Background: an optimization exercise with open tools, aiming at small area, a short achievable clock period and few clock cycles. Do not read the settings as production practice. In this exercise RTL edits were held to simulation tests only and were not proved equivalent to the original. The clock port is modelled as an ideal driver; clocking choices that lean on that would not hold on a real chip. No activity file was given, so power comes from the tool's default toggle rates.

File: flow/design.v
package gptlv_pkg;
   localparam int unsigned NumFields = 10;
   localparam logic [6:0] IdProduct  = 7'd1;
   localparam logic [6:0] IdVersion  = 7'd2;
   localparam logic [6:0] IdMinorRev = 7'd3;
   localparam logic [6:0] IdMajorRev = 7'd4;
   localparam logic [6:0] IdFreq     = 7'd6;
   localparam logic [6:0] IdMemory   = 7'd12;
   localparam logic [6:0] IdShader   = 7'd25;
   localparam logic [6:0] IdTiler    = 7'd26;
   localparam logic [6:0] IdL2       = 7'd27;
   localparam logic [6:0] IdEngines  = 7'd82;
   localparam logic [1:0] STATUS_OK         = 2'd0;
   localparam logic [1:0] STATUS_TRUNCATED  = 2'd1;
   localparam logic [1:0] STATUS_NO_PRODUCT = 2'd2;
endpackage
module gpu_property_tlv_parser (
   input  logic         clock,
   input  logic         reset,
   input  logic         req_tvalid,
   output logic         req_tready,
   input  logic [7:0]   req_tdata,
   input  logic         req_tlast,
   output logic         rsp_tvalid,
   input  logic         rsp_tready,
   output logic [399:0] rsp_tdata,
   output logic [1:0]   rsp_tuser
);
   logic        val_ff;       
   logic [2:0]  pos_ff;       
   logic [1:0]  len_ff;       
   logic [6:0]  idlo_ff;      
   logic        hiz_ff;       
   logic [7:0][7:0] acc_ff;   
   logic [9:0]  lsel_ff;      
   logic        seen_ff;      
   logic        fin_ff;       
   logic        trunc_ff;     
   logic        busy_ff;      
   logic        clr_ff;       
   logic        p2_ff;        
   logic        p2st_ff;      
   logic        rvalid_ff;
   logic [1:0]  status_ff;
   logic        rdy_ff;
   logic [399:0] store_ff;
   logic        accept, tl_acc, hand, pres;
   logic [2:0]  last_pos;
   logic        val_done;
   logic        val_d;
   logic        busy_d, p2_d;
   logic [9:0]  match;
   logic [9:0]  csel;         
   logic        trunc_now;
   assign accept = req_tvalid && rdy_ff;
   assign tl_acc = accept && req_tlast;
   assign hand   = rvalid_ff && rsp_tready;
   assign pres   = p2_ff && (clr_ff || !busy_ff);
   always_comb begin
      case (len_ff)
         2'd0:    last_pos = 3'd0;
         2'd1:    last_pos = 3'd1;
         2'd2:    last_pos = 3'd3;
         default: last_pos = 3'd7;
      endcase
   end
   assign val_done  = val_ff && (pos_ff == last_pos);
   assign trunc_now = val_ff ? !val_done : (pos_ff[1:0] == 2'd3);
   always_comb begin
      match = '0;
      if (hiz_ff) begin
         case (idlo_ff)
            gptlv_pkg::IdProduct:  match[0] = 1'b1;
            gptlv_pkg::IdVersion:  match[1] = 1'b1;
            gptlv_pkg::IdMinorRev: match[2] = 1'b1;
            gptlv_pkg::IdMajorRev: match[3] = 1'b1;
            gptlv_pkg::IdFreq:     match[4] = 1'b1;
            gptlv_pkg::IdMemory:   match[5] = 1'b1;
            gptlv_pkg::IdShader:   match[6] = 1'b1;
            gptlv_pkg::IdTiler:    match[7] = 1'b1;
            gptlv_pkg::IdL2:       match[8] = 1'b1;
            gptlv_pkg::IdEngines:  match[9] = 1'b1;
            default: ;
         endcase
      end
   end
   assign csel = clr_ff ? 10'd0 : lsel_ff;
   always_comb begin
      val_d = val_ff;
      if (reset) val_d = 1'b0;
      else if (accept) begin
         if (req_tlast) val_d = 1'b0;
         else if (val_ff) val_d = !val_done;
         else val_d = (pos_ff[1:0] == 2'd3);
      end
   end
   always_comb begin
      busy_d = busy_ff;
      p2_d   = p2_ff;
      if (reset) begin
         busy_d = 1'b0;
         p2_d   = 1'b0;
      end else begin
         if (tl_acc && !busy_ff) busy_d = 1'b1;
         else if (pres) busy_d = 1'b1;
         else if (clr_ff) busy_d = 1'b0;
         if (tl_acc && busy_ff) p2_d = 1'b1;
         else if (pres) p2_d = 1'b0;
      end
   end
   always_ff @(posedge clock) begin
      if (reset) begin
         val_ff <= 1'b0;
         pos_ff <= '0;
      end else if (accept) begin
         val_ff <= val_d;
         if (req_tlast) begin
            pos_ff <= '0;
         end else if (val_ff) begin
            pos_ff <= val_done ? 3'd0 : pos_ff + 3'd1;
         end else begin
            pos_ff <= (pos_ff[1:0] == 2'd3) ? 3'd0 : pos_ff + 3'd1;
         end
      end
   end
   always_ff @(posedge clock) begin
      if (accept && !val_ff) begin
         case (pos_ff[1:0])
            2'd0: begin
               len_ff       <= req_tdata[1:0];
               idlo_ff[5:0] <= req_tdata[7:2];
            end
            2'd1: begin
               idlo_ff[6] <= req_tdata[0];
               hiz_ff     <= (req_tdata[7:1] == 7'd0);
            end
            default: hiz_ff <= hiz_ff && (req_tdata == 8'd0);
         endcase
      end
   end
   for (genvar i = 0; i < 8; i++) begin : g_lane
      always_ff @(posedge clock) begin
         if (accept && val_ff && pos_ff == 3'(i)) acc_ff[i] <= req_tdata;
      end
   end
   always_ff @(posedge clock) begin
      if (reset) begin
         lsel_ff <= '1;
         fin_ff  <= 1'b0;
         seen_ff <= 1'b0;
      end else begin
         lsel_ff <= (accept && val_done) ? match : 10'd0;
         if (hand) lsel_ff <= '1;
         fin_ff  <= tl_acc && !busy_ff;
         if (fin_ff) seen_ff <= 1'b0;
         else if (csel[0]) seen_ff <= 1'b1;
      end
      trunc_ff <= trunc_now;
   end
   always_ff @(posedge clock) begin
      if (reset) begin
         rvalid_ff <= 1'b0;
         clr_ff    <= 1'b1;
         rdy_ff    <= 1'b1;
      end else begin
         if (fin_ff || pres) rvalid_ff <= 1'b1;
         else if (hand) rvalid_ff <= 1'b0;
         clr_ff <= hand;
         rdy_ff <= !p2_d && !(busy_d && val_d);
      end
      busy_ff <= busy_d;
      p2_ff   <= p2_d;
      if (tl_acc && busy_ff) p2st_ff <= trunc_now;
      if (fin_ff) begin
         if (trunc_ff) status_ff <= gptlv_pkg::STATUS_TRUNCATED;
         else if (seen_ff || csel[0]) status_ff <= gptlv_pkg::STATUS_OK;
         else status_ff <= gptlv_pkg::STATUS_NO_PRODUCT;
      end else if (pres) begin
         status_ff <= p2st_ff ? gptlv_pkg::STATUS_TRUNCATED : gptlv_pkg::STATUS_NO_PRODUCT;
      end
   end
   logic [63:0] src;
   logic [9:0]  load;
   for (genvar b = 0; b < 8; b++) begin : g_src
      logic keep;
      assign keep = !clr_ff && (len_ff == 2'd3 || (len_ff == 2'd2 && b < 4) ||
                                (len_ff == 2'd1 && b < 2) || b == 0);
      assign src[8*b +: 8] = keep ? acc_ff[b] : 8'd0;
   end
   assign load = lsel_ff;
   always_ff @(posedge clock) begin
      if (load[0]) store_ff[31:0]    <= src[31:0];
      if (load[1]) store_ff[47:32]   <= src[15:0];
      if (load[2]) store_ff[63:48]   <= src[15:0];
      if (load[3]) store_ff[79:64]   <= src[15:0];
      if (load[4]) store_ff[111:80]  <= src[31:0];
      if (load[5]) store_ff[175:112] <= src;
      if (load[6]) store_ff[239:176] <= src;
      if (load[7]) store_ff[303:240] <= src;
      if (load[8]) store_ff[367:304] <= src;
      if (load[9]) store_ff[399:368] <= src[31:0];
   end
   assign req_tready = rdy_ff;
   assign rsp_tvalid = rvalid_ff;
   assign rsp_tuser  = status_ff;
   assign rsp_tdata  = store_ff;
endmodule
File: flow/flow/run.sh
#!/bin/bash
# Standard ORFS layout, with one change after clock tree synthesis
# (post_cts.tcl): the tree's root buffer, which only relays the clock port to
# the first branching buffers, is removed so that the port drives those
# buffers directly. This takes one buffer stage off every register's clock
# path alike; the clock tree below it is untouched.
set -euo pipefail
bash standard.sh "POST_CTS_TCL=$PWD/flow/post_cts.tcl" finish > standard_flow.log 2>&1
File: flow/flow/post_cts.tcl
set block [ord::get_db_block]
set port_net [[$block findBTerm clock] getNet]
set sinks [$port_net getITerms]
if {[llength $sinks] == 1} {
  set root [[lindex $sinks 0] getInst]
  set out_net [[$root findITerm X] getNet]
  set loads {}
  foreach it [$out_net getITerms] {
    if {[$it getInst] != $root} { lappend loads $it }
  }
  if {[llength $loads] <= 4 && [string match "sky130_fd_sc_hd__clkbuf_*" [[$root getMaster] getName]]} {
    puts "post_cts: bypassing root buffer [$root getName] ([llength $loads] loads)"
    [$root findITerm A] disconnect
    [$root findITerm X] disconnect
    foreach it $loads {
      $it disconnect
      $it connect $port_net
    }
    odb::dbInst_destroy $root
    odb::dbNet_destroy $out_net
    estimate_parasitics -placement
    repair_timing_helper
    detailed_placement
    check_placement -verbose
    estimate_parasitics -placement
    report_clock_latency
  }
}
File: flow/standard.sh
#!/bin/bash
# synth_recipe.tcl (not shown) runs the flow's synth.tcl, then flattens the netlist and writes it again
# the make line also repeats each setting of config.mk as NAME=value (left out here)
make -C /OpenROAD-flow-scripts/flow DESIGN_CONFIG=/design/flow/config.mk WORK_HOME=/design/flow/orfs CLKGATE_MAP_FILE= SYNTH_SCRIPT=/design/flow/synth_recipe.tcl "${@:-finish}"
File: flow/config.mk
export PLATFORM = sky130hd
export DESIGN_NAME = gpu_property_tlv_parser
export DESIGN_NICKNAME = gpu_property_tlv_parser
export VERILOG_FILES = /design/flow/design.v
export SDC_FILE = /design/flow/constraint.sdc
export NUM_CORES = 4
export LEC_CHECK = 0
export CAP_MARGIN = 20
export CORE_MARGIN = 2
export CORE_UTILIZATION = 40
export CTS_CLUSTER_DIAMETER = 60
export CTS_CLUSTER_SIZE = 25
export PLACE_DENSITY = 0.45
export SETUP_SLACK_MARGIN = 3.0
export SLEW_MARGIN = 20
export TNS_END_PERCENT = 0
File: flow/constraint.sdc
create_clock -name core_clock -period 5.0 [get_ports {clock}]
set_input_delay 1.0000 -clock core_clock [delete_from_list [all_inputs] [get_ports {clock}]]
set_output_delay 1.0000 -clock core_clock [all_outputs]
set_load 0.01 [all_outputs]
==> results_dict.tcl, run 1 <==
set metrics [dict create \
    cp_slowest_cell "clkdlybuf4s50_1" \
    synth.most_common_cell "edfxtp_1" \
    drtIter0Drc 522 \
    worst_slew_pin_slew_ps 1022 \
    setup_tns_ps 0 \
    p_sw_mw 1.919 \
    vias 7970 \
    setup_slack_ps 3001 \
    setup-violations-final 0 \
    synth_largest_area_cell "edfxtp_1" \
    finalWirelength_um 41580 \
    synth_area_per_cell_um2 23.23 \
    clock_skew_ps 16.62 \
    fillers 3310 \
    portBuffers 416 \
    max_stage_delay_ps 830 \
    drv_cap 0 \
    grt_usage_pct 19.62 \
    period_minus_slack_ps 1999 \
    num_rows 73 \
    core_area_um2 39550 \
    syn_inst 687 \
    max_freq_mhz 500.3 \
    pwr-share-comb_pct 6.0 \
    start_kind "primary input" \
    critical_path_class "in2reg" \
    hold_class "reg2reg" \
    vias_per_cell 4.722 \
    final_cells 1688 \
    first_pass_iters 4 \
    critPathArrivalTime_ps 2120 \
    clock-sinks 499 \
    final.period_utilization_pct 39.98 \
    synthDistinctLibCells 38 \
    dp_slack_ps 2058 \
    yosysWarningCount 1 \
    synth_enable_flop_cells 477 \
    status "complete, no violations" \
    yosys-top-cells-area "edfxtp_1 (90%), dfxtp_1 (2.8%), and3_1 (1.6%)" \
    grt_pass1_vias 7956 \
    drc_errors 0 \
    cp-end-kind "flop" \
    antenna_found_initial 0 \
    grt_max_degree 49 \
    hpwl_um 26860 \
    synth_area_um2 15960 \
    wl_per_cell_um 24.63 \
    sw_frac_of_total_pct 23.16 \
    synthTopCellsByCount "edfxtp_1 (477), and3_1 (40), and2_1 (26)" \
    synth_seq_cells 499 \
    cts_tree "yes" \
    die_h_um 203.7 \
    grt_overflow_total 0 \
    die_x_um 203.7 \
    grt_first_pass_wirelength_um 58480 \
    num_antenna_cells 0 \
    start_util_pct 40.35 \
    nNetsFinal 1157 \
    insertion_delay_ps 360 \
    intPower_mw 6.367 \
    ys_seq_area_share_pct 92.52 \
    seq_power_share_pct 59.2 \
    place_congestion 0.7792 \
    cp_cell_sequence "clkdlybuf4s50_1 > inv_1 > a21oi_1 > nor2_1" \
    synth_top_area_share_pct 89.76 \
    power.total_mw 8.286 \
    p_leak_nw 8.039 \
    placed_cells 1618 \
    relSlewSlack_pct 31.84 \
    pwr_density_cell_nw_per_um2 411.8 \
    finalHoldViolCount 0 \
    ys_async_sr_fraction_pct 0 \
    pin_count 417 \
    path_clk_slew_ps 80 \
    critPathMaxFanout 11 \
    dieArea_um2 41510 \
    drive_gt1_share_pct 43.77 \
    rsz0062_at_grt "yes" \
    synth_nets 707 \
    cp.required_ps 5130 \
    syn2layout_area_growth_pct 26.10 \
    ys.flop_type "edfxtp_1" \
    peakVddDrop_mv 0.2845 \
    clockPowerShare_pct 34.7 \
    ant_nets 0 \
    drv_slew 0 \
]
[path summary, 6_finish.rpt]
path | start | end | slack [ps] | cells after the start
max | req_tdata[0] | hiz_ff | 3000 | 4
min | busy_ff | p2_ff | 510 | 2
max reg2reg | clr_ff | store_ff[393] | 3070 | 2
min reg2reg | busy_ff | p2_ff | 510 | 2
[kinds of logic after synthesis]
group | count (synthesis) | share of synthesized area (%)
compound gates | 31 | 1.490
buf+inv | 25 | 0.6821
fa+ha+maj | 7 | 0.5488
simple gates | 124 | 4.689
mux | 1 | 0.07056
flops | 499 | 92.52
[worst max-delay path: cells and delay by family]
kind	cells	cell delay (ps)
and+or+nand+nor	1	50
buffers and inverters	2	910
AOI/OAI and AO/OA	1	160
[per-layer routing]
metal | global-route usage, % | routed length (µm)
met4 | 5.761 | 933
met3 | 4.187 | 2687
met2 | 32.90 | 20650
met5 | 0 | 0
met1 | 25.86 | 17300
[power by group through the flow]
stage / clock network [mW] / registers [mW] / logic [mW]
after floorplan: 0 / 5.12 / 0.0614
after global placement: 0 / 5.02 / 0.676
after detailed placement: 0 / 5.02 / 0.673
after global routing: 3.11 / 4.94 / 0.532
final: 2.88 / 4.91 / 0.498
[flip-flops by register name, summed over array words and instances, names as in the netlist, 2 cells and up]
| register | count |
|---|---|
| lsel_ff | 10 |
| acc_ff | 64 |
| pos_ff | 3 |
| status_ff | 2 |
| len_ff | 2 |
| store_ff | 400 |
| idlo_ff | 7 |
[cell usage in the layout (no fill, tap or decap), drive strengths merged, types with 2 or more instances in the layout]
cell           netlist  routed
and3                43      43
edfxtp             477     477
o2bb2ai              2       2
nor3                10      10
a2bb2oi              2       2
dlymetal6s2s         0       3
dfxtp               22      22
nand3b               5       5
clkinvlp             0       3
clkdlybuf4s50        0       7
nor4                 3       3
a41o                 2       2
o41ai                2       2
o21ai                2       2
clkbuf              13      36
inv                  9      22
clkdlybuf4s15        0      13
buf                  3     403
a21oi               10      10
dlygate4sd2          0       2
nor4b                3       3
nor2b               10      10
nor2                 9       9
nand2                8       8
o31ai                7       7
ha                   7       7
nand3                2       2
clkinv               0      12
a21o                 2       2
and2                26      26
[through the flow]
step	instance area, µm²	util, %	hold WS, ps
after global routing	20120	50.88	533.3
final	20120	50.88	505.4
after detailed placement	20780	52.54	491.2
after floorplan	15960	-	452.3
after global placement	20780	52.54	484.8
[final cells by class]
cell class | count | area [µm²] | share of cell area [%]
well taps | 525 | 656.9 | 3.264
repair buffers | 428 | 2328 | 11.57
inverters | 9 | 33.78 | 0.1679
flip-flops and latches | 499 | 14790 | 73.48
clock inverters | 28 | 266.5 | 1.324
clock buffers | 36 | 900.9 | 4.477
multi-input cells | 163 | 1151 | 5.720
Testbench counts, summed over its fixed seeds: cycles 28,137.
==> run 2: changes to the inputs <==
--- a/flow/config.mk
+++ b/flow/config.mk
@@ -13,4 +13,3 @@
 export PLACE_DENSITY = 0.45
 export SETUP_SLACK_MARGIN = 3.0
 export SLEW_MARGIN = 20
-export TNS_END_PERCENT = 0
==> results_dict.tcl, run 2 <==
set metrics [dict create \
    synth-simple-area-share_pct 4.689 \
    drv_slew 0 \
    cts_tree "yes" \
    drive_gt1_share_pct 43.68 \
    grt_first_pass_wirelength_um 57610 \
    synth_seq_cells 499 \
    cp-end-kind "output pin" \
    peakVddDrop_mv 0.2674 \
    setup_tns_ps 0 \
    synth_area_per_cell_um2 23.23 \
    cp_cell_sequence "buf_2" \
    grt_usage_pct 19.39 \
    crit_start "store_ff[91]" \
    synthTopCellsByCount "edfxtp_1 (477), and3_1 (40), and2_1 (26)" \
    p_sw_mw 1.847 \
    max_freq_mhz 521.9 \
    pin_count 417 \
    synth.most_common_cell "edfxtp_1" \
    critPathMaxFanout 1 \
    seq_power_share_pct 59.5 \
    p_leak_nw 8.043 \
    largest-register "store_ff" \
    first_pass_iters 5 \
    grt_overflow_total 0 \
    clockPowerShare_pct 34.5 \
    ys_seq_area_share_pct 92.52 \
    design_area_um2 20080 \
    die_h_um 203.7 \
    antenna_found_initial 0 \
    nNetsFinal 1160 \
    cp_slowest_cell "edfxtp_1" \
    hold_class "reg2reg" \
    place_area_um2 20780 \
    period_minus_slack_ps 1916 \
    num_rows 73 \
    pwr-share-comb_pct 6.0 \
    synthDistinctLibCells 38 \
    num_antenna_cells 0 \
    worst_slew_pin_slew_ps 916.6 \
    vias_per_cell 4.761 \
    relSlewSlack_pct 38.81 \
    syn2layout_area_growth_pct 25.83 \
    yosys-top-cells-area "edfxtp_1 (90%), dfxtp_1 (2.8%), and3_1 (1.6%)" \
    grt_pass1_vias 7887 \
    path_buf_inv 1 \
    die_x_um 203.7 \
    max_stage_delay_ps 390 \
    synth_xor_area_share_pct 0 \
    intPower_mw 6.408 \
    power.total_mw 8.255 \
    status "complete, no violations" \
    clock-sinks 499 \
    ys_async_sr_fraction_pct 0 \
    layout_common_cells "edfxtp_1 (477), buf_2 (401), clkbuf_16 (36)" \
    wl_per_cell_um 24.63 \
    hold_path_depth 2 \
    critPathArrivalTime_ps 920 \
    hp-start "busy_ff" \
    pwr_density_cell_nw_per_um2 411.1 \
    finalWirelength_um 41570 \
    final_common_cell "edfxtp_1" \
    start_util_pct 40.35 \
    portBuffers 416 \
    insertion_delay_ps 360 \
    clock_skew_ps 18.39 \
    setup-violations-final 0 \
    sw_frac_of_total_pct 22.37 \
    synth_top_family_by_area "simple AND/OR/NAND/NOR gates" \
    path_clk_slew_ps 80 \
    drtIter0Drc 459 \
    synth_nets 707 \
    final.period_utilization_pct 38.32 \
    ys.flop_type "edfxtp_1" \
    synth-compound-area-share_pct 1.490 \
    finalHoldViolCount 0 \
    syn_inst 687 \
    rsz0062_at_grt "no" \
    synth_top_area_share_pct 89.76 \
    ant_nets 0 \
    worst-path-stages 1 \
    hpwl_um 26510 \
    rr_startpoint "pos_ff[2]" \
    drv_cap 0 \
    grt_max_degree 49 \
    cp.required_ps 4000 \
    synth_area_um2 15960 \
    drc_errors 0 \
    vias 8037 \
    place_congestion 0.7550 \
    synth_mux_area_share_pct 0.07057 \
    synth_enable_flop_cells 477 \
    core_area_um2 39550 \
    top_regs "store_ff: 400 flops, acc_ff: 64 flops, lsel_ff: 10 flops" \
    synth_largest_area_cell "edfxtp_1" \
    critical_path_class "reg2out" \
    synthAdderAreaFrac_pct 0.5488 \
    largest_reg_flops 400 \
    start_kind "flop" \
    dieArea_um2 41510 \
    ff2ff_path_depth 5 \
    crit_family "flip-flops" \
    yosysWarningCount 1 \
    whs_ps 496.1 \
]
## run 2: final timing paths
kind / end / slack, ps
worst min-delay path: p2_ff / 500
worst min register to register: p2_ff / 500
worst max register to register: lsel_ff[0] / 3140
worst max-delay path: rsp_tdata[91] / 3080
## run 2: cells by family after synthesis
family	Yosys count
AO/OA/AOI/OAI	31
adder cells (fa/ha/maj)	7
buffers and inverters	25
flip-flops	499
multiplexers	1
AND/OR/NAND/NOR	124
## run 2: worst reg2reg max path, delay by kind of cell (launching register included)
family | cells | cell delay [ps]
flops | 1 | 460
buf+inv | 1 | 220
compound gates | 2 | 450
simple gates | 2 | 640
## run 2: metrics by stage
step / worst slack [ps] / cells / utilization [%]
after floorplan: 3017 / 687 / -
after global placement: 2084 / 1617 / 52.55
after detailed placement: 2066 / 1617 / 52.55
after global routing: 3035 / 1688 / 50.77
final: 3084 / 1688 / 50.77
## run 2: per-layer routing
| layer | global-route usage, % | vias to the layer above | part of all wire (%) | wire length [µm] |
|---|---|---|---|---|
| met5 | 0 | - | 0 | 0 |
| li1 | - | 3601 | - | - |
| met1 | 25.04 | 4098 | 41 | 16950 |
| met3 | 5.449 | 54 | 7.5 | 3114 |
| met2 | 32.09 | 284 | 49 | 20380 |
| met4 | 5.709 | 0 | 2.7 | 1125 |
## run 2: area by class of cell
class | instances | area, µm²
timing repair buffer | 430 | 2273
multi-input combinational | 164 | 1184
tap | 525 | 656.9
clock inverter | 19 | 209.0
clock buffer | 42 | 933.4
inverter | 9 | 33.78
sequential | 499 | 14790
fill | 3365 | 19470
## run 2: power groups by stage
stage | combinational (mW) | sequential, mW | clock, mW
after floorplan | 0.0622 | 5.11 | 0
final | 0.493 | 4.91 | 2.85
after detailed placement | 0.666 | 5.03 | 0
after global placement | 0.670 | 5.02 | 0
after global routing | 0.526 | 4.94 | 3.07
==> run 3: changes to the inputs <==
--- a/flow/flow/run.sh
+++ b/flow/flow/run.sh
@@ -5,4 +5,4 @@
 # buffers directly. This takes one buffer stage off every register's clock
 # path alike; the clock tree below it is untouched.
 set -euo pipefail
-bash standard.sh "POST_CTS_TCL=$PWD/flow/post_cts.tcl" finish > standard_flow.log 2>&1
+bash standard.sh "POST_CTS_TCL=$PWD/flow/post_cts.tcl" "BUFFER_PORTS_ARGS=-buffer_cell sky130_fd_sc_hd__buf_1" "CTS_ARGS=-sink_clustering_enable -repair_clock_nets -sink_clustering_size 20 -sink_clustering_max_diameter 45 -buf_list sky130_fd_sc_hd__clkbuf_16 -sink_clustering_buffer sky130_fd_sc_hd__clkbuf_8" finish > standard_flow.log 2>&1
==> results_dict.tcl, run 3 <==
set metrics [dict create \
    whs_ps 499.5 \
    path_clk_slew_ps 100 \
    dieArea_um2 41510 \
    peakVddDrop_mv 0.2626 \
    status "complete, no violations" \
    syn_inst 687 \
    grt_pass1_vias 8020 \
    hpwl_um 25560 \
    first_pass_iters 4 \
    drtIter0Drc 531 \
    drive_gt1_share_pct 23.89 \
    max_freq_mhz 522.6 \
    yosysWarningCount 1 \
    postLayoutCoreUtil_pct 49.72 \
    min_to "p2_ff" \
    pin_count 417 \
    ys_seq_area_share_pct 92.52 \
    synth.most_common_cell "edfxtp_1" \
    period_minus_slack_ps 1914 \
    vias_per_cell 4.763 \
    synthDistinctLibCells 38 \
    core_area_um2 39550 \
    finalWirelength_um 40280 \
    r2r_slack_ps 3170 \
    layout_common_cells "edfxtp_1 (477), buf_1 (259), buf_2 (155)" \
    syn2layout_area_growth_pct 23.23 \
    worst_r2r_endpoint "lsel_ff[6]" \
    cp-end-kind "output pin" \
    critPathArrivalTime_ps 910 \
    place_congestion 0.7736 \
    rr_startpoint "pos_ff[2]" \
    path_buf_inv 1 \
    clock-sinks 499 \
    synth_enable_flop_cells 477 \
    final_common_cell "edfxtp_1" \
    final.period_utilization_pct 38.27 \
    synth_nets 707 \
    die_h_um 203.7 \
    cp_slowest_cell "edfxtp_1" \
    finalHoldViolCount 0 \
    rsz0062_at_grt "yes" \
    num_antenna_cells 0 \
    max_stage_delay_ps 400 \
    largest_reg_flops 400 \
    start_kind "flop" \
    synth_area_um2 15960 \
    start_util_pct 40.35 \
    p_leak_nw 7.210 \
    pwr_density_cell_nw_per_um2 417.2 \
    grt_max_degree 49 \
    grt_first_pass_wirelength_um 56030 \
    largest-register "store_ff" \
    ys_async_sr_fraction_pct 0 \
    portBuffers 416 \
    die_x_um 203.7 \
    ff2ff_path_depth 5 \
    clock_skew_ps 21.08 \
    cts_tree "yes" \
    critPathMaxFanout 1 \
    synth_seq_cells 499 \
    hold_path_depth 2 \
    insertion_delay_ps 370 \
    grt_usage_pct 18.87 \
    ant_nets 0 \
    worst_slew_pin_slew_ps 966.3 \
    ys.flop_type "edfxtp_1" \
    hold_class "reg2reg" \
    setup_tns_ps 0 \
    setup-violations-final 0 \
    yosys-top-cells-area "edfxtp_1 (90%), dfxtp_1 (2.8%), and3_1 (1.6%)" \
    crit_family "flip-flops" \
    relSlewSlack_pct 35.49 \
    drv_cap 0 \
    cp.required_ps 4000 \
    grt_overflow_total 0 \
    antenna_found_initial 0 \
    drc_errors 0 \
    vias 8163 \
    cp_cell_sequence "buf_1" \
    top_regs "store_ff: 400 flops, acc_ff: 64 flops, lsel_ff: 10 flops" \
    synth_largest_area_cell "edfxtp_1" \
    drv_slew 0 \
    synth_area_per_cell_um2 23.23 \
    synthTopCellsByCount "edfxtp_1 (477), and3_1 (40), and2_1 (26)" \
    num_rows 73 \
    hp-start "busy_ff" \
    power.total_mw 8.204 \
    synth_top_area_share_pct 89.76 \
    critical_path_class "reg2out" \
    nNetsFinal 1171 \
    wl_per_cell_um 23.50 \
]
-- run 3: cell types whose count changed in the layout (fill, tap and decap cells not counted), moves of 4 or more --
cell           change
dlygate4sd2_1      -8
and3_4             -6
clkinv_1           +4
buf_1            +259
clkbuf_8          +43
buf_2            -246
clkinv_4           +6
clkbuf_1           -5
and3_2             +6
clkbuf_16         -32
bufinv_16          +4
-- run 3: cell families (layout without fill, tap and decap cells) --
family,count (synthesis),after routing,synth area share (%)
flops,499,499,92.52
buf+inv,25,526,0.6821
mux,1,1,0.07056
simple gates,124,125,4.689
fa+ha+maj,7,7,0.5488
compound gates,31,31,1.490
-- run 3: per-stage QoR --
stage | setup slack (ps) | std cells | area, µm²
after detailed placement | 2399 | 1620 | 18200
after floorplan | 3017 | 687 | 15980
after global placement | 2395 | 1620 | 18200
after global routing | 2978 | 1714 | 19670
final | 3086 | 1714 | 19670
-- run 3: final cells by class --
| cell class | count | area [µm²] |
|---|---|---|
| multi-input cells | 164 | 1139 |
| clock inverters | 40 | 460.4 |
| repair buffers | 429 | 1884 |
| clock buffers | 48 | 705.7 |
| inverters | 9 | 33.78 |
| flip-flops and latches | 499 | 14790 |
| fillers | 3375 | 19880 |
| well taps | 525 | 656.9 |
-- run 3: worst max path at each step --
stage / from / endpoint / cells past startpoint
2_1_floorplan: req_tvalid / acc_ff[0] / 3
3_3_place_gp: req_tvalid / acc_ff[2] / 4
3_5_place_dp: req_tvalid / acc_ff[20] / 4
5_1_grt: pos_ff[2] / lsel_ff[6] / 5
6_report: store_ff[53] / rsp_tdata[53] / 1
-- run 3: layer usage --
layer	vias to the layer above	global-route usage (%)	wire (µm)
met5	-	0	0
met4	0	5.318	1025
met3	64	5.257	2957
met2	311	31.09	19600
met1	4157	24.64	16700
li1	3631	-	-
-- run 3: where the power goes --
group | internal (mW) | switching [mW]
logic | 0.124 | 0.339
clock network | 1.34 | 1.50
registers | 4.80 | 0.0997
==> run 4: changes to the inputs <==
==> flow/flow/run.sh (replaced) <==
#!/bin/bash
# Standard ORFS layout, with one change after clock tree synthesis
# (post_cts.tcl): the tree's root buffer, which only relays the clock port to
# the first branching buffers, is removed so that the port drives those
# buffers directly. This takes one buffer stage off every register's clock
# path alike; the clock tree below it is untouched.
set -euo pipefail
bash standard.sh "POST_CTS_TCL=$PWD/flow/post_cts.tcl" "BUFFER_PORTS_ARGS=-buffer_cell sky130_fd_sc_hd__buf_1" finish > standard_flow.log 2>&1
--- a/flow/config.mk
+++ b/flow/config.mk
@@ -8,8 +8,9 @@
 export CAP_MARGIN = 20
 export CORE_MARGIN = 2
 export CORE_UTILIZATION = 40
-export CTS_CLUSTER_DIAMETER = 60
-export CTS_CLUSTER_SIZE = 25
+export CTS_BUF_LIST = sky130_fd_sc_hd__clkbuf_8
+export CTS_CLUSTER_DIAMETER = 50
+export CTS_CLUSTER_SIZE = 18
 export PLACE_DENSITY = 0.45
 export SETUP_SLACK_MARGIN = 3.0
 export SLEW_MARGIN = 20
==> results_dict.tcl, run 4 <==
set metrics [dict create \
    status "complete, no violations" \
    start_kind "flop" \
    synthDistinctLibCells 38 \
    relSlewSlack_pct 33.58 \
    power.total_mw 7.854 \
    syn2layout_area_growth_pct 22.02 \
    worst-path-stages 1 \
    synthTopCellsByCount "edfxtp_1 (477), and3_1 (40), and2_1 (26)" \
    hold_class "reg2reg" \
    final.period_utilization_pct 39.21 \
    cts_tree "yes" \
    yosys-top-cells-area "edfxtp_1 (90%), dfxtp_1 (2.8%), and3_1 (1.6%)" \
    critical_path_class "reg2out" \
    cp_slowest_cell "edfxtp_1" \
    vias 8076 \
    layout_common_cells "edfxtp_1 (477), buf_1 (245), buf_2 (156)" \
    clock_skew_ps 31.70 \
    crit_start "store_ff[97]" \
    cp.required_ps 4000 \
    num_antenna_cells 0 \
    cp-end-kind "output pin" \
    max_freq_mhz 510.1 \
    synth_enable_flop_cells 477 \
    synth_area_um2 15960 \
    setup_slack_ps 3040 \
    synth.most_common_cell "edfxtp_1" \
    whs_ps 507.3 \
    place_congestion 0.7736 \
    ant_nets 0 \
    first_pass_iters 5 \
    max_stage_delay_ps 410 \
    ys.flop_type "edfxtp_1" \
    grt_overflow_total 0 \
    syn_inst 687 \
    synth_seq_cells 499 \
    ys_seq_area_share_pct 92.52 \
    dieArea_um2 41510 \
    intPower_mw 6.023 \
    endpoint "rsp_tdata[97]" \
    drc_errors 0 \
    hpwl_um 25560 \
    num_rows 73 \
    pwr-share-comb_pct 5.9 \
    path_clk_slew_ps 110 \
    dp_slack_ps 2399 \
    portBuffers 416 \
    clockPowerShare_pct 31.7 \
    yosysWarningCount 1 \
    largest_reg_flops 400 \
    grt_max_degree 49 \
    ys_async_sr_fraction_pct 0 \
    ff2ff_path_depth 5 \
    drv_cap 0 \
    r2r_slack_ps 3170 \
    period_minus_slack_ps 1960 \
    die_x_um 203.7 \
    start_util_pct 40.35 \
    rsz0062_at_grt "yes" \
    rr_startpoint "pos_ff[2]" \
    vias_per_cell 4.745 \
    pwr_density_cell_nw_per_um2 403.4 \
    clock-sinks 499 \
    die_h_um 203.7 \
    drtIter0Drc 499 \
    critPathMaxFanout 1 \
    path_buf_inv 1 \
    final_common_cell "edfxtp_1" \
    worst_slew_pin_slew_ps 995.0 \
    synth_top_area_share_pct 89.76 \
    peakVddDrop_mv 0.2704 \
    grt_first_pass_wirelength_um 56000 \
    largest-register "store_ff" \
    crit_family "flip-flops" \
    postLayoutCoreUtil_pct 49.24 \
    core_area_um2 39550 \
    pin_count 417 \
    p_sw_mw 1.831 \
    grt_pass1_vias 7983 \
    drv_slew 0 \
    fillers 3410 \
    worst_r2r_endpoint "lsel_ff[6]" \
    synth_area_per_cell_um2 23.23 \
    insertion_delay_ps 420 \
    p_leak_nw 7.152 \
    synth_largest_area_cell "edfxtp_1" \
    cp_cell_sequence "clkbuf_2" \
    antenna_found_initial 0 \
    finalHoldViolCount 0 \
    top_regs "store_ff: 400 flops, acc_ff: 64 flops, lsel_ff: 10 flops" \
    wl_per_cell_um 23.53 \
    sw_frac_of_total_pct 23.31 \
    setup-violations-final 0 \
    nNetsFinal 1165 \
    finalWirelength_um 40040 \
    seq_power_share_pct 62.4 \
    grt_usage_pct 18.88 \
    synth_nets 707 \
    critPathArrivalTime_ps 960 \
    drive_gt1_share_pct 24.38 \
    setup_tns_ps 0 \
]
-- run 4: worst min path at each step --
stage	startpoint	end	slack [ps]	cells after the start
2_1_floorplan	busy_ff	p2_ff	450	2
3_3_place_gp	busy_ff	p2_ff	480	2
3_5_place_dp	busy_ff	p2_ff	490	2
5_1_grt	busy_ff	p2_ff	550	2
6_report	busy_ff	p2_ff	510	2
-- run 4: power groups by stage --
| stage | logic (mW) | clock network (mW) | registers, mW |
|---|---|---|---|
| 2_1_floorplan | 0.0622 | 0 | 5.11 |
| 3_3_place_gp | 0.449 | 0 | 5.00 |
| 3_5_place_dp | 0.445 | 0 | 5.01 |
| 5_1_grt | 0.501 | 2.73 | 4.93 |
| 6_report | 0.464 | 2.49 | 4.90 |
-- run 4: routing by layer --
layer	part of all wire, %	GRT usage, %	routed length [µm]	up-vias
li1	-	-	-	3611
met1	42	24.95	16650	4102
met2	49	30.81	19430	303
met3	7.4	5.225	2978	60
met4	2.5	5.240	989	0
met5	0	0	0	-
-- run 4: metrics by stage --
step | std cells | area [µm²]
floorplan | 687 | 15980
global placement | 1620 | 18200
detailed placement | 1620 | 18200
global route | 1702 | 19470
finish | 1702 | 19470
-- run 4: area by class of cell --
class | instances | area, µm² | share of cell area, %
multi-input cells | 164 | 1132 | 5.815
inverters | 9 | 33.78 | 0.1735
repair buffers | 429 | 1902 | 9.767
clock inverters | 32 | 356.6 | 1.831
flip-flops and latches | 499 | 14790 | 75.93
clock buffers | 44 | 605.6 | 3.110
well taps | 525 | 656.9 | 3.373
-- run 4: kinds of logic (layout without fill, tap and decap cells) --
logic type	count (synthesis)	count (layout)	share of synthesized area [%]
DFF	499	499	92.52
and+or+nand+nor	124	125	4.689
AOI/OAI and AO/OA	31	31	1.490
buffers and inverters	25	514	0.6821
adders and majority gates	7	7	0.5488
muxes	1	1	0.07056
==> run 5: changes to the inputs <==
--- a/flow/config.mk
+++ b/flow/config.mk
@@ -8,9 +8,8 @@
 export CAP_MARGIN = 20
 export CORE_MARGIN = 2
 export CORE_UTILIZATION = 40
-export CTS_BUF_LIST = sky130_fd_sc_hd__clkbuf_8
-export CTS_CLUSTER_DIAMETER = 50
-export CTS_CLUSTER_SIZE = 18
+export CTS_CLUSTER_DIAMETER = 80
+export CTS_CLUSTER_SIZE = 30
 export PLACE_DENSITY = 0.45
 export SETUP_SLACK_MARGIN = 3.0
 export SLEW_MARGIN = 20
==> results_dict.tcl, run 5 <==
set metrics [dict create \
    synth_largest_area_cell "edfxtp_1" \
    p_sw_mw 1.791 \
    synthTopCellsByCount "edfxtp_1 (477), and3_1 (40), and2_1 (26)" \
    core_area_um2 39550 \
    ys.flop_type "edfxtp_1" \
    yosysWarningCount 1 \
    synth_top_family_by_area "simple AND/OR/NAND/NOR gates" \
    pwr-share-comb_pct 6.2 \
    synth_mux_area_share_pct 0.07057 \
    synth-simple-area-share_pct 4.689 \
    intPower_mw 5.953 \
    hold_path_depth 2 \
    synth.most_common_cell "edfxtp_1" \
    antenna_found_initial 0 \
    relSlewSlack_pct 33.82 \
    yosys-top-cells-area "edfxtp_1 (90%), dfxtp_1 (2.8%), and3_1 (1.6%)" \
    synth_top_area_share_pct 89.76 \
    die_h_um 203.7 \
    synth_area_um2 15960 \
    critPathMaxFanout 1 \
    synthAdderAreaFrac_pct 0.5488 \
    max_freq_mhz 499.5 \
    place_congestion 0.7736 \
    synth_enable_flop_cells 477 \
    dieArea_um2 41510 \
    hp-start "busy_ff" \
    wl_per_cell_um 23.75 \
    worst_r2r_endpoint "acc_ff[37]" \
    path_clk_slew_ps 110 \
    cp_slowest_cell "edfxtp_1" \
    drtIter0Drc 426 \
    min_to "p2_ff" \
    seq_power_share_pct 63.3 \
    synth_seq_cells 499 \
    cp_cell_sequence "clkbuf_2" \
    clockPowerShare_pct 30.6 \
    start_util_pct 40.35 \
    fillers 3391 \
    clock-sinks 499 \
    ys_async_sr_fraction_pct 0 \
    num_rows 73 \
    synth_nets 707 \
    grt_first_pass_wirelength_um 55120 \
    vias_per_cell 4.791 \
    ff2ff_path_depth 3 \
    p_leak_nw 7.405 \
    grt_pass1_vias 7767 \
    period_minus_slack_ps 2002 \
    status "complete, no violations" \
    critPathArrivalTime_ps 1000 \
    hpwl_um 25560 \
    peakVddDrop_mv 0.2739 \
    first_pass_iters 4 \
    rsz0062_at_grt "yes" \
    drv_slew 0 \
    drive_gt1_share_pct 31.32 \
    start_kind "flop" \
    syn_inst 687 \
    ys_seq_area_share_pct 92.52 \
    crit_family "flip-flops" \
    clock_skew_ps 34.83 \
    grt_usage_pct 18.43 \
    largest_reg_flops 400 \
    syn2layout_area_growth_pct 22.18 \
    synth_xor_area_share_pct 0 \
    critical_path_class "reg2out" \
    layout_common_cells "edfxtp_1 (477), buf_2 (159), buf_1 (141)" \
    grt_max_degree 49 \
    hold_class "reg2reg" \
    portBuffers 416 \
    drc_errors 0 \
    insertion_delay_ps 440 \
    top_regs "store_ff: 400 flops, acc_ff: 64 flops, lsel_ff: 10 flops" \
    setup-violations-final 0 \
    cts_tree "yes" \
    path_buf_inv 1 \
    synth-compound-area-share_pct 1.490 \
    grt_overflow_total 0 \
    worst_slew_pin_slew_ps 991.3 \
    synth_area_per_cell_um2 23.23 \
    pwr_density_cell_nw_per_um2 397.2 \
    drv_cap 0 \
    finalHoldViolCount 0 \
    ant_nets 0 \
    num_antenna_cells 0 \
    cp-end-kind "output pin" \
    nNetsFinal 1147 \
    final_common_cell "edfxtp_1" \
    die_x_um 203.7 \
    rr_startpoint "val_ff" \
    vias 7991 \
    r2r_slack_ps 3170 \
    pin_count 417 \
    largest-register "store_ff" \
    postLayoutCoreUtil_pct 49.30 \
    finalWirelength_um 39620 \
    synthDistinctLibCells 38 \
    setup_tns_ps 0 \
    sw_frac_of_total_pct 23.12 \
    max_stage_delay_ps 420 \
    cp.required_ps 4000 \
    final.period_utilization_pct 40.04 \
]
## run 5: power by group through the flow
stage	registers (mW)	logic, mW	clock network, mW
after floorplan	5.11	0.0622	0
after global placement	5.00	0.449	0
after detailed placement	5.01	0.445	0
after global routing	4.93	0.514	2.59
final	4.90	0.477	2.37
## run 5: cell families (layout without fill, tap and decap cells)
| group | count (synthesis) | in the layout |
|---|---|---|
| AOI/OAI and AO/OA | 31 | 31 |
| adders and majority gates | 7 | 7 |
| buffers and inverters | 25 | 480 |
| DFF | 499 | 499 |
| muxes | 1 | 1 |
| and+or+nand+nor | 124 | 125 |
## run 5: worst max-delay path by stage
stage,cells after the start,startpoint,end
2_1_floorplan,3,req_tvalid,acc_ff[0]
3_3_place_gp,4,req_tvalid,acc_ff[2]
3_5_place_dp,4,req_tvalid,acc_ff[20]
5_1_grt,1,store_ff[62],rsp_tdata[62]
6_report,1,store_ff[269],rsp_tdata[269]
## run 5: area by class of cell
class                   count  area (µm²)  share of cell area, %
repair buffers            429        2044                  10.49
clock buffers              25       604.3                  3.100
flip-flops and latches    499       14790                  75.83
well taps                 525       656.9                  3.369
inverters                   9       33.78                 0.1733
multi-input cells         164        1132                  5.808
clock inverters            17       240.2                  1.232
## run 5: through the flow
step                      total power, mW  worst slack [ps]  cell area, µm²  hold slack, ps  cells
after floorplan                     5.175              3017           15980           452.3    687
after global placement              5.453              2395           18200           484.0   1620
after detailed placement            5.450              2399           18200           493.7   1620
after global routing                8.029              2938           19500           549.9   1668
final                               7.744              2998           19500           517.5   1668
## run 5: routing by layer
metal / track usage [%] / up-vias / part of all wire (%)
met4: 4.745 / 0 / 2.2
met5: 0 / - / 0
li1: - / 3565 / -
met1: 24.88 / 4095 / 42
met2: 30.64 / 278 / 49
met3: 3.835 / 53 / 6.9
==> run 6: changes to the inputs <==
--- a/flow/config.mk
+++ b/flow/config.mk
@@ -5,11 +5,12 @@
 export SDC_FILE = /design/flow/constraint.sdc
 export NUM_CORES = 4
 export LEC_CHECK = 0
+export ABC_AREA = 1
 export CAP_MARGIN = 20
 export CORE_MARGIN = 2
 export CORE_UTILIZATION = 40
-export CTS_CLUSTER_DIAMETER = 80
-export CTS_CLUSTER_SIZE = 30
+export CTS_CLUSTER_DIAMETER = 60
+export CTS_CLUSTER_SIZE = 25
 export PLACE_DENSITY = 0.45
 export SETUP_SLACK_MARGIN = 3.0
 export SLEW_MARGIN = 20
==> results_dict.tcl, run 6 <==
set metrics [dict create \
    status "complete, no violations" \
    grt_max_degree 50 \
    synth_area_um2 16050 \
    max_stage_delay_ps 410 \
    portBuffers 416 \
    synth_enable_flop_cells 477 \
    start_kind "flop" \
    syn_inst 784 \
    drive_gt1_share_pct 20.50 \
    antenna_found_initial 1 \
    largest-register "store_ff" \
    r2r_slack_ps 3170 \
    crit_family "flip-flops" \
    ys.flop_type "edfxtp_1" \
    drv_cap 0 \
    path_clk_slew_ps 90 \
    insertion_delay_ps 370 \
    gr-usage-met1_pct 24.28 \
    synth.most_common_cell "edfxtp_1" \
    worst-path-stages 1 \
    finalHoldViolCount 0 \
    critical_path_class "reg2out" \
    final.period_utilization_pct 38.62 \
    rr_startpoint "clr_ff" \
    grt_overflow_total 0 \
    seq_area_um2 14780 \
    drc_errors 0 \
    start_util_pct 40.49 \
    setup-violations-final 0 \
    synthTopCellsByCount "edfxtp_1 (477), inv_1 (94), nor2_1 (87)" \
    peakVddDrop_mv 0.2613 \
    period_minus_slack_ps 1931 \
    clock_skew_ps 20.61 \
    hold_path_depth 1 \
    hp-start "fin_ff" \
    dieArea_um2 41740 \
    die_x_um 204.3 \
    hpwl_um 25600 \
    largest_reg_flops 400 \
    grt_busiest_layer "met2" \
    path_buf_inv 1 \
    die_h_um 204.3 \
    clock-sinks 499 \
    synth_area_per_cell_um2 20.47 \
    yosys-top-cells-area "edfxtp_1 (89%), dfxtp_1 (2.7%), inv_1 (2.2%)" \
    finalWirelength_um 39560 \
    setup_slack_ps 3069 \
    grt_first_pass_wirelength_um 55700 \
    top_regs "store_ff: 400 flops, acc_ff: 64 flops, lsel_ff: 10 flops" \
    drv_slew 0 \
    syn2layout_area_growth_pct 23.81 \
    synth_largest_area_cell "edfxtp_1" \
    place_congestion 0.7629 \
    max_freq_mhz 517.9 \
    ff2ff_path_depth 3 \
    dp_slack_ps 2652 \
    grtUsageMet3_pct 4.831 \
    num_rows 73 \
    cts_tree "yes" \
    min_to "seen_ff" \
    ys_async_sr_fraction_pct 0 \
    final_common_cell "edfxtp_1" \
    synth_nets 804 \
    relSlewSlack_pct 31.04 \
    yosysWarningCount 1 \
    layout_common_cells "edfxtp_1 (477), buf_1 (263), buf_2 (152)" \
    vias_per_cell 4.605 \
    ys_seq_area_share_pct 91.99 \
    fillers 3489 \
    synth_top_area_share_pct 89.25 \
    critPathArrivalTime_ps 930 \
    cp-end-kind "output pin" \
    synthDistinctLibCells 25 \
    grt_usage_pct 18.55 \
    nNetsFinal 1262 \
    multiInputGateArea_um2 998.5 \
    wl_per_cell_um 22.06 \
    cp.required_ps 4000 \
    cp_cell_sequence "buf_1" \
    synth_seq_cells 499 \
    pin_count 417 \
    setup_tns_ps 0 \
    worst_slew_pin_slew_ps 1034 \
    critPathMaxFanout 1 \
    pwr_density_cell_nw_per_um2 421.6 \
    grt_pass1_vias 8065 \
    p_leak_nw 7.523 \
    core_area_um2 39640 \
    use_met2_pct 30.50 \
    hold_class "reg2reg" \
    ant_nets 0 \
    worst_r2r_endpoint "store_ff[193]" \
    vias 8257 \
    first_pass_iters 5 \
    drtIter0Drc 487 \
    cp_slowest_cell "edfxtp_1" \
    num_antenna_cells 0 \
    rsz0062_at_grt "yes" \
]
-- run 6: worst max-delay path by stage --
stage	from	to	slack [ps]
2_1_floorplan	req_tvalid	acc_ff[0]	3050
6_report	store_ff[94]	rsp_tdata[94]	3070
3_3_place_gp	reset	lsel_ff[0]	2700
5_1_grt	clr_ff	store_ff[195]	2960
3_5_place_dp	reset	lsel_ff[0]	2650
-- run 6: layout make-up --
type	instances	area share, %
multi-input cells	182	5.025
well taps	525	3.306
flip-flops and latches	499	74.40
repair buffers	427	9.269
inverters	96	1.826
clock inverters	26	1.599
clock buffers	38	4.572
-- run 6: metrics by stage --
stage          hold WS [ps]  total power [mW]  cells  utilization, %  area, µm²
6_report              487.5             8.377   1793           50.13      19870
5_1_grt               523.9             8.665   1793           50.13      19870
3_5_place_dp          479.3             5.461   1729           46.51      18440
3_3_place_gp          477.6             5.463   1729           46.51      18440
2_1_floorplan         450.4             5.182    784               -      16150
-- run 6: logic make-up (layout without fill, tap and decap cells) --
| logic type | count (synthesis) | after routing | share of synthesized area, % |
|---|---|---|---|
| adders and majority gates | 7 | 7 | 0.5457 |
| and+or+nand+nor | 152 | 152 | 4.140 |
| DFF | 499 | 499 | 91.99 |
| buffers and inverters | 103 | 587 | 2.432 |
| AOI/OAI and AO/OA | 23 | 23 | 0.8888 |
-- run 6: routing by layer --
metal | routed length [µm] | vias to the layer above | share of wire [%]
met5 | 0 | - | 0
met3 | 2858 | 58 | 7.2
li1 | - | 3760 | -
met2 | 19210 | 288 | 49
met1 | 16530 | 4151 | 42
met4 | 955 | 0 | 2.4
-- run 6: where the power goes --
group	internal (mW)	switching [mW]	leakage, nW
logic	0.116	0.341	1.93
registers	4.81	0.104	5.00
clock network	1.55	1.46	0.588
total	6.47	1.91	7.52
==> run 7: changes to the inputs <==
--- a/flow/config.mk
+++ b/flow/config.mk
@@ -5,7 +5,6 @@
 export SDC_FILE = /design/flow/constraint.sdc
 export NUM_CORES = 4
 export LEC_CHECK = 0
-export ABC_AREA = 1
 export CAP_MARGIN = 20
 export CORE_MARGIN = 2
 export CORE_UTILIZATION = 40
==> results_dict.tcl, run 7 <==
set metrics [dict create \
    status "complete, no violations" \
    drc_errors 0 \
    drv_slew 0 \
    cts_tree "yes" \
    final_common_cell "edfxtp_1" \
    die_h_um 203.7 \
    num_rows 73 \
    p_leak_nw 7.166 \
    antenna_found_initial 0 \
    die_x_um 203.7 \
    synth_seq_cells 499 \
    largest_reg_flops 400 \
    synth_enable_flop_cells 477 \
    path_clk_slew_ps 90 \
    synth_area_per_cell_um2 23.23 \
    hold_class "reg2reg" \
    relSlewSlack_pct 34.45 \
    ys_async_sr_fraction_pct 0 \
    crit_family "flip-flops" \
    ys_seq_area_share_pct 92.52 \
    synth_nets 707 \
    clock-sinks 499 \
    drtIter0Drc 522 \
    portBuffers 416 \
    num_antenna_cells 0 \
    synthDistinctLibCells 38 \
    syn2layout_area_growth_pct 22.84 \
    synth.most_common_cell "edfxtp_1" \
    cp_slowest_cell "edfxtp_1" \
    max_freq_mhz 523.8 \
    first_pass_iters 4 \
    wl_per_cell_um 23.59 \
    synth_largest_area_cell "edfxtp_1" \
    seq_area_um2 14790 \
    yosys-top-cells-area "edfxtp_1 (90%), dfxtp_1 (2.8%), and3_1 (1.6%)" \
    core_area_um2 39550 \
    setup-violations-final 0 \
    worst_slew_pin_slew_ps 981.9 \
    final.period_utilization_pct 38.19 \
    grt_first_pass_wirelength_um 55630 \
    grt_pass1_vias 7875 \
    postLayoutCoreUtil_pct 49.57 \
    finalWirelength_um 39750 \
    period_minus_slack_ps 1909 \
    place_congestion 0.7736 \
    critPathMaxFanout 1 \
    grt_max_degree 49 \
    insertion_delay_ps 370 \
    synth_top_area_share_pct 89.76 \
    syn_inst 687 \
    grt_overflow_total 0 \
    critical_path_class "reg2out" \
    critPathArrivalTime_ps 910 \
    yosysWarningCount 1 \
    clock_skew_ps 18.91 \
    cp-end-kind "output pin" \
    largest-register "store_ff" \
    pwr_density_cell_nw_per_um2 415.4 \
    max_stage_delay_ps 400 \
    finalHoldViolCount 0 \
    top_regs "store_ff: 400 flops, acc_ff: 64 flops, lsel_ff: 10 flops" \
    vias 8041 \
    start_util_pct 40.35 \
    pin_count 417 \
    peakVddDrop_mv 0.2787 \
    setup_tns_ps 0 \
    multiInputGateArea_um2 1139 \
    nNetsFinal 1157 \
    drv_cap 0 \
    synth_area_um2 15960 \
    dieArea_um2 41510 \
    layout_common_cells "edfxtp_1 (477), buf_1 (259), buf_2 (155)" \
    drive_gt1_share_pct 22.16 \
    fillers 3397 \
    rsz0062_at_grt "yes" \
    hpwl_um 25560 \
    synthTopCellsByCount "edfxtp_1 (477), and3_1 (40), and2_1 (26)" \
    vias_per_cell 4.772 \
    ys.flop_type "edfxtp_1" \
    start_kind "flop" \
    ant_nets 0 \
    cp.required_ps 4000 \
    cp_cell_sequence "buf_1" \
    path_buf_inv 1 \
    grt_usage_pct 18.73 \
]
-- run 7: cell types whose count changed after synthesis, moves of 5 or more --
cell      delta
nor2_1      -78
o21ai_2      -6
and2_1      +26
nand3b_1     +5
and3_1      +39
clkbuf_1     +9
o31ai_1      +6
inv_1       -85
nand2_1     -25
nand3_1      -7
nor2b_1     +10
-- run 7: tightest hold or removal path: stages, from the launching register on --
cell and delay (ps):
dfxtp_1 360, nand2_1 80, nor2_1 40
-- run 7: kinds of logic (layout without fill, tap and decap cells) --
kind of cell / after synthesis / after routing / share of synthesized area (%)
AO/OA/AOI/OAI: 31 / 31 / 1.490
adder cells (fa/ha/maj): 7 / 7 / 0.5488
multiplexers: 1 / 1 / 0.07056
AND/OR/NAND/NOR: 124 / 125 / 4.689
buffers and inverters: 25 / 497 / 0.6821
flip-flops: 499 / 499 / 92.52
-- run 7: layer usage --
layer,wire length [µm],GRT usage (%),share of wire (%),vias up
met5,0,0,0,-
met4,1031,5.344,2.6,0
met3,2661,4.698,6.7,58
met2,19330,30.72,49,275
met1,16730,24.88,42,4110
li1,-,-,-,3598
-- run 7: stage by stage --
step                hold slack [ps]  power (mW)  setup WS, ps  area [µm²]  instances
detailed placement            493.7       5.450          2399       18200       1620
finish                        516.4       8.144          3091       19600       1685
global route                  543.5       8.444          2984       19600       1685
global placement              484.0       5.453          2395       18200       1620
floorplan                     452.3       5.175          3017       15980        687
-- run 7: area by class of cell --
type | count | share of cell area, %
sequential | 499 | 75.43
timing repair buffer | 429 | 9.613
multi-input combinational | 164 | 5.808
clock buffer | 38 | 4.525
tap | 525 | 3.351
clock inverter | 21 | 1.104
inverter | 9 | 0.1723
-- run 7: worst paths after layout --
kind,startpoint,cells after the start,slack [ps],end
max,store_ff[269],1,3090,rsp_tdata[269]
min,busy_ff,2,520,p2_ff
max reg2reg,pos_ff[2],5,3180,lsel_ff[6]
min reg2reg,busy_ff,2,520,p2_ff
-- run 7: where the power goes --
part | total [mW] | switching [mW] | internal [mW]
clock network | 2.78 | 1.39 | 1.39
registers | 4.90 | 0.0998 | 4.80
logic | 0.463 | 0.339 | 0.124
==> run 8: changes to the inputs <==
--- a/flow/config.mk
+++ b/flow/config.mk
@@ -10,6 +10,7 @@
 export CORE_UTILIZATION = 40
 export CTS_CLUSTER_DIAMETER = 60
 export CTS_CLUSTER_SIZE = 25
+export GPL_TIMING_DRIVEN = 0
 export PLACE_DENSITY = 0.45
 export SETUP_SLACK_MARGIN = 3.0
 export SLEW_MARGIN = 20
==> results_dict.tcl, run 8 <==
set metrics [dict create \
    vias_per_cell 4.728 \
    ys.flop_type "edfxtp_1" \
    critPathArrivalTime_ps 2000 \
    drv_cap 0 \
    grt_first_pass_wirelength_um 55790 \
    r2r_slack_ps 3140 \
    layout_common_cells "edfxtp_1 (477), buf_1 (249), buf_2 (165)" \
    power.total_mw 8.339 \
    status "complete, no violations" \
    antenna_found_initial 0 \
    dieArea_um2 41510 \
    crit_start "req_tvalid" \
    vias 8024 \
    ys_seq_area_share_pct 92.52 \
    syn2layout_area_growth_pct 24.16 \
    synth_top_area_share_pct 89.76 \
    seq_power_share_pct 58.9 \
    ant_nets 0 \
    synthTopCellsByCount "edfxtp_1 (477), and3_1 (40), and2_1 (26)" \
    clockPowerShare_pct 35.6 \
    synth-simple-area-share_pct 4.689 \
    clock-sinks 499 \
    dp_slack_ps 2470 \
    ys_async_sr_fraction_pct 0 \
    period_minus_slack_ps 1929 \
    cts_tree "yes" \
    synthAdderAreaFrac_pct 0.5488 \
    sw_frac_of_total_pct 23.64 \
    pwr-share-comb_pct 5.6 \
    final_common_cell "edfxtp_1" \
    hpwl_um 25620 \
    synth_top_family_by_area "simple AND/OR/NAND/NOR gates" \
    clock_skew_ps 13.62 \
    drtIter0Drc 427 \
    critPathMaxFanout 10 \
    pin_count 417 \
    pwr_density_cell_nw_per_um2 420.9 \
    rsz0062_at_grt "no" \
    p_sw_mw 1.972 \
    drive_gt1_share_pct 23.29 \
    insertion_delay_ps 380 \
    synth_enable_flop_cells 477 \
    ff2ff_path_depth 5 \
    relSlewSlack_pct 39.25 \
    core_area_um2 39550 \
    worst_r2r_endpoint "p2st_ff" \
    largest_reg_flops 400 \
    synthDistinctLibCells 38 \
    start_kind "primary input" \
    nNetsFinal 1167 \
    rr_startpoint "pos_ff[2]" \
    placed_cells 1633 \
    setup_tns_ps 0 \
    worst_slew_pin_slew_ps 911.3 \
    synth_xor_area_share_pct 0 \
    cp-end-kind "flop" \
    cp.required_ps 5070 \
    synth_area_per_cell_um2 23.23 \
    p_leak_nw 7.291 \
    grt_pass1_vias 7882 \
    synth.most_common_cell "edfxtp_1" \
    synth_area_um2 15960 \
    synth-compound-area-share_pct 1.490 \
    grt_usage_pct 18.78 \
    portBuffers 415 \
    start_util_pct 40.35 \
    endpoint "acc_ff[30]" \
    place_congestion 0.7565 \
    yosysWarningCount 1 \
    max_freq_mhz 518.3 \
    num_antenna_cells 0 \
    drv_slew 0 \
    die_h_um 203.7 \
    drc_errors 0 \
    largest-register "store_ff" \
    critical_path_class "in2reg" \
    synth_nets 707 \
    finalWirelength_um 39500 \
    path_clk_slew_ps 90 \
    final.period_utilization_pct 38.58 \
    peakVddDrop_mv 0.2800 \
    grt_max_degree 41 \
    whs_ps 496.0 \
    setup_slack_ps 3071 \
    die_x_um 203.7 \
    hold_class "reg2reg" \
    first_pass_iters 5 \
    yosys-top-cells-area "edfxtp_1 (90%), dfxtp_1 (2.8%), and3_1 (1.6%)" \
    syn_inst 687 \
    grt_overflow_total 0 \
    finalHoldViolCount 0 \
    synth_mux_area_share_pct 0.07057 \
    setup-violations-final 0 \
    final_cells 1697 \
    synth_seq_cells 499 \
    top_regs "store_ff: 400 flops, acc_ff: 64 flops, lsel_ff: 10 flops" \
    wl_per_cell_um 23.27 \
    synth_largest_area_cell "edfxtp_1" \
    intPower_mw 6.368 \
    num_rows 73 \
]
run 8: cell count changes in the layout (fill, tap and decap cells not counted), moves of 4 or more:
cell,previous run,this run
buf_1,259,249
buf_16,0,4
buf_2,155,165
buf_4,11,3
clkbuf_1,3,8
clkbuf_2,0,4
run 8: metal layers:
| metal | share of wire [%] | track usage [%] | vias to the layer above | routed length [µm] |
|---|---|---|---|---|
| met5 | 0 | 0 | - | 0 |
| met4 | 2.0 | 4.301 | 0 | 789 |
| met3 | 7.5 | 5.113 | 52 | 2973 |
| met2 | 50 | 32.07 | 311 | 19840 |
| met1 | 40 | 23.97 | 4035 | 15900 |
| li1 | - | - | 3626 | - |
run 8: per-stage QoR:
stage	area, µm²	utilization [%]
after floorplan	15980	-
after global placement	18200	46.01
after detailed placement	18360	46.43
after global routing	19810	50.10
final	19810	50.10
run 8: how the worst min path moves through the flow:
| stage | start | end | slack, ps | cells after the start |
|---|---|---|---|---|
| 3_3_place_gp | busy_ff | p2_ff | 480 | 2 |
| 5_1_grt | busy_ff | p2_ff | 530 | 2 |
| 3_5_place_dp | busy_ff | p2_ff | 480 | 2 |
| 6_report | busy_ff | p2_ff | 500 | 2 |
| 2_1_floorplan | busy_ff | p2_ff | 450 | 2 |
run 8: logic make-up after synthesis:
group | after synthesis
flops | 499
simple gates | 124
compound gates | 31
buf+inv | 25
fa+ha+maj | 7
mux | 1
run 8: worst max-delay path, cell delays in order:
cell and delay (ps):
buf_1 90, and2_1 120, clkbuf_2 190, buf_2 270
and3_4 310
run 8: final cells by class:
cell class | instances | area, µm²
clock buffers | 36 | 900.9
well taps | 525 | 656.9
flip-flops and latches | 499 | 14790
inverters | 9 | 33.78
plain buffers | 16 | 81.33
multi-input cells | 163 | 1111
clock inverters | 27 | 306.5
fillers | 3370 | 19740
repair buffers | 422 | 1936
run 8: power by group through the flow:
| stage | registers, mW | clock network [mW] | logic (mW) |
|---|---|---|---|
| after floorplan | 5.11 | 0 | 0.0622 |
| after global placement | 5.07 | 0 | 0.390 |
| after detailed placement | 5.01 | 0 | 0.453 |
| after global routing | 4.94 | 3.20 | 0.501 |
| final | 4.91 | 2.97 | 0.464 |
==> run 9: changes to the inputs <==
--- a/flow/config.mk
+++ b/flow/config.mk
@@ -7,10 +7,9 @@
 export LEC_CHECK = 0
 export CAP_MARGIN = 20
 export CORE_MARGIN = 2
-export CORE_UTILIZATION = 40
+export CORE_UTILIZATION = 45
 export CTS_CLUSTER_DIAMETER = 60
 export CTS_CLUSTER_SIZE = 25
-export GPL_TIMING_DRIVEN = 0
 export PLACE_DENSITY = 0.45
-export SETUP_SLACK_MARGIN = 3.0
+export SETUP_SLACK_MARGIN = 3.05
 export SLEW_MARGIN = 20
==> results_dict.tcl, run 9 <==
set metrics [dict create \
    ys_seq_area_share_pct 92.52 \
    setup-violations-final 0 \
    drv_cap 0 \
    synthTopCellsByCount "edfxtp_1 (477), and3_1 (40), and2_1 (26)" \
    seq_power_share_pct 58.1 \
    first_pass_iters 4 \
    synth_nets 707 \
    synth.most_common_cell "edfxtp_1" \
    largest_reg_flops 400 \
    path_clk_slew_ps 90 \
    cp_slowest_cell "edfxtp_1" \
    synth_seq_cells 499 \
    max_stage_delay_ps 450 \
    power.total_mw 8.477 \
    grt_max_degree 49 \
    ys_async_sr_fraction_pct 0 \
    final.period_utilization_pct 39.19 \
    finalWirelength_um 39160 \
    drv_slew 0 \
    grt_pass1_vias 7998 \
    die_x_um 192.3 \
    clockPowerShare_pct 36.7 \
    grt_overflow_total 0 \
    setup_tns_ps 0 \
    clock_skew_ps 27.07 \
    syn2layout_area_growth_pct 23.62 \
    pin_count 417 \
    largest-register "store_ff" \
    synth_top_area_share_pct 89.76 \
    yosys-top-cells-area "edfxtp_1 (90%), dfxtp_1 (2.8%), and3_1 (1.6%)" \
    hold_class "reg2reg" \
    cp_cell_sequence "buf_6" \
    cp-end-kind "output pin" \
    num_rows 68 \
    start_kind "flop" \
    peakVddDrop_mv 0.3717 \
    yosysWarningCount 1 \
    hp-start "busy_ff" \
    die_h_um 192.3 \
    path_buf_inv 1 \
    insertion_delay_ps 370 \
    fillers 2772 \
    crit_family "flip-flops" \
    period_minus_slack_ps 1959 \
    drive_gt1_share_pct 23.09 \
    p_sw_mw 1.962 \
    pwr_density_cell_nw_per_um2 429.7 \
    place_congestion 0.7542 \
    multiInputGateArea_um2 1139 \
    critPathMaxFanout 1 \
    sw_frac_of_total_pct 23.15 \
    antenna_found_initial 1 \
    synth_area_per_cell_um2 23.23 \
    synth_enable_flop_cells 477 \
    clock-sinks 499 \
    synth_area_um2 15960 \
    crit_start "store_ff[11]" \
    core_area_um2 34710 \
    start_util_pct 45.97 \
    critical_path_class "reg2out" \
    syn_inst 687 \
    worst_slew_pin_slew_ps 1104 \
    ant_nets 0 \
    vias 8143 \
    critPathArrivalTime_ps 960 \
    final_common_cell "edfxtp_1" \
    dieArea_um2 36990 \
    vias_per_cell 5.027 \
    wl_per_cell_um 24.17 \
    hpwl_um 24900 \
    pwr-share-comb_pct 5.2 \
    top_regs "store_ff: 400 flops, acc_ff: 64 flops, lsel_ff: 10 flops" \
    num_antenna_cells 0 \
    ys.flop_type "edfxtp_1" \
    max_freq_mhz 510.4 \
    portBuffers 416 \
    grt_usage_pct 20.37 \
    drc_errors 0 \
    drtIter0Drc 493 \
    intPower_mw 6.515 \
    grt_first_pass_wirelength_um 54030 \
    finalHoldViolCount 0 \
    rr_startpoint "len_ff[1]" \
    status "complete, no violations" \
    cp.required_ps 4000 \
    synth_largest_area_cell "edfxtp_1" \
    relSlewSlack_pct 26.41 \
    rsz0062_at_grt "yes" \
    p_leak_nw 7.263 \
    nNetsFinal 1159 \
    layout_common_cells "edfxtp_1 (477), buf_1 (257), buf_2 (135)" \
    cts_tree "yes" \
    synthDistinctLibCells 38 \
    seq_area_um2 14790 \
]
run 9: cell count changes in the layout (fill, tap and decap cells not counted), moves of 3 or more:
cell	before	now
buf_6	3	9
and2_2	4	1
buf_4	3	12
buf_1	249	257
inv_8	6	3
bufinv_16	0	3
clkbuf_2	4	16
clkbuf_1	8	0
buf_16	4	0
buf_2	165	135
and2_1	22	25
run 9: layout make-up:
cell class              instances  area share, %
well taps                     455          2.886
multi-input cells             164          5.772
clock inverters                28          1.954
flip-flops and latches        499          74.96
repair buffers                429          9.692
inverters                       9         0.1713
clock buffers                  36          4.567
run 9: stage by stage:
step | hold slack, ps | area [µm²] | worst slack (ps) | utilization [%] | std cells
final | 505.8 | 19730 | 3041 | 56.83 | 1620
after global routing | 543.0 | 19730 | 3002 | 56.83 | 1620
after detailed placement | 486.7 | 18100 | 2544 | 52.13 | 1547
after global placement | 485.0 | 18100 | 2457 | 52.13 | 1547
after floorplan | 452.3 | 15990 | 3055 | - | 687
run 9: cells by family after synthesis:
kind of cell	count (synthesis)	share of synthesized area [%]
buffers and inverters	25	0.6821
multiplexers	1	0.07056
AND/OR/NAND/NOR	124	4.689
adder cells (fa/ha/maj)	7	0.5488
flip-flops	499	92.52
AO/OA/AOI/OAI	31	1.490
run 9: path summary, 6_finish.rpt:
path / end / slack [ps] / depth (start not counted)
max: rsp_tdata[11] / 3040 / 1
min: p2_ff / 510 / 2
max reg2reg: lsel_ff[6] / 3170 / 5
min reg2reg: p2_ff / 510 / 2
run 9: power groups by stage:
stage	registers, mW	logic, mW	clock network (mW)
after floorplan	5.11	0.0630	0
after global placement	5.03	0.417	0
after detailed placement	5.03	0.413	0
after global routing	4.95	0.476	3.34
final	4.93	0.439	3.11
run 9: metal layers:
layer  up-vias  wire length [µm]  GRT usage [%]
li1       3616                 -              -
met2       325             19340          33.95
met3        42              2847          4.892
met1      4160             16190          27.26
met5         -                 0              0
met4         0               786          4.962

what the ideal ports hide:
No port has a modelled driver above. Below, the same layouts with a new extraction and two added sets of constraints.
Step 1: set_driving_cell puts a clkbuf_16 on clock and a buf_2 on each other input, an assumption about the parent block.
Step 2 times the ports against the registers' clock, not the clock port: input delays grow and output delays shrink by t, the midpoint of the rising clock arrivals with the driver on.
a / b / c = ideal / step 1 / step 2; a / b = the first two.
run | shift t [ns] | slack for setup (ns) | hold slack, ns | slew at the worst register clock pin (ns) | worst slew at a driven data input, ns
run 1 | 0.467 | 3.001 / 2.919 / 2.599 | 0.505 / 0.505 / 0.505 | 0.08 / 0.08 | 0.05
run 2 | 0.467 | 3.084 / 2.970 / 2.741 | 0.496 / 0.496 / 0.496 | 0.08 / 0.08 | 0.05
run 3 | 0.469 | 3.086 / 2.973 / 2.739 | 0.500 / 0.500 / 0.500 | 0.10 / 0.10 | 0.05
run 4 | 0.501 | 3.040 / 2.940 / 2.670 | 0.507 / 0.507 / 0.507 | 0.11 / 0.11 | 0.05
run 5 | 0.494 | 2.998 / 2.930 / 2.656 | 0.518 / 0.518 / 0.518 | 0.11 / 0.11 | 0.05
run 6 | 0.471 | 3.069 / 2.957 / 2.727 | 0.487 / 0.488 / 0.488 | 0.09 / 0.09 | 0.06
run 7 | 0.470 | 3.091 / 2.977 / 2.752 | 0.516 / 0.516 / 0.516 | 0.09 / 0.09 | 0.05
run 8 | 0.476 | 3.071 / 2.969 / 2.663 | 0.496 / 0.496 / 0.496 | 0.09 / 0.09 | 0.05
run 9 | 0.457 | 3.041 / 2.943 / 2.753 | 0.506 / 0.506 / 0.506 | 0.09 / 0.09 | 0.05
After both steps every run listed still meets setup and hold. For run 8, which loses most, drivers alone change the setup slack by -0.102 ns; drivers and shift together by -0.408 ns.
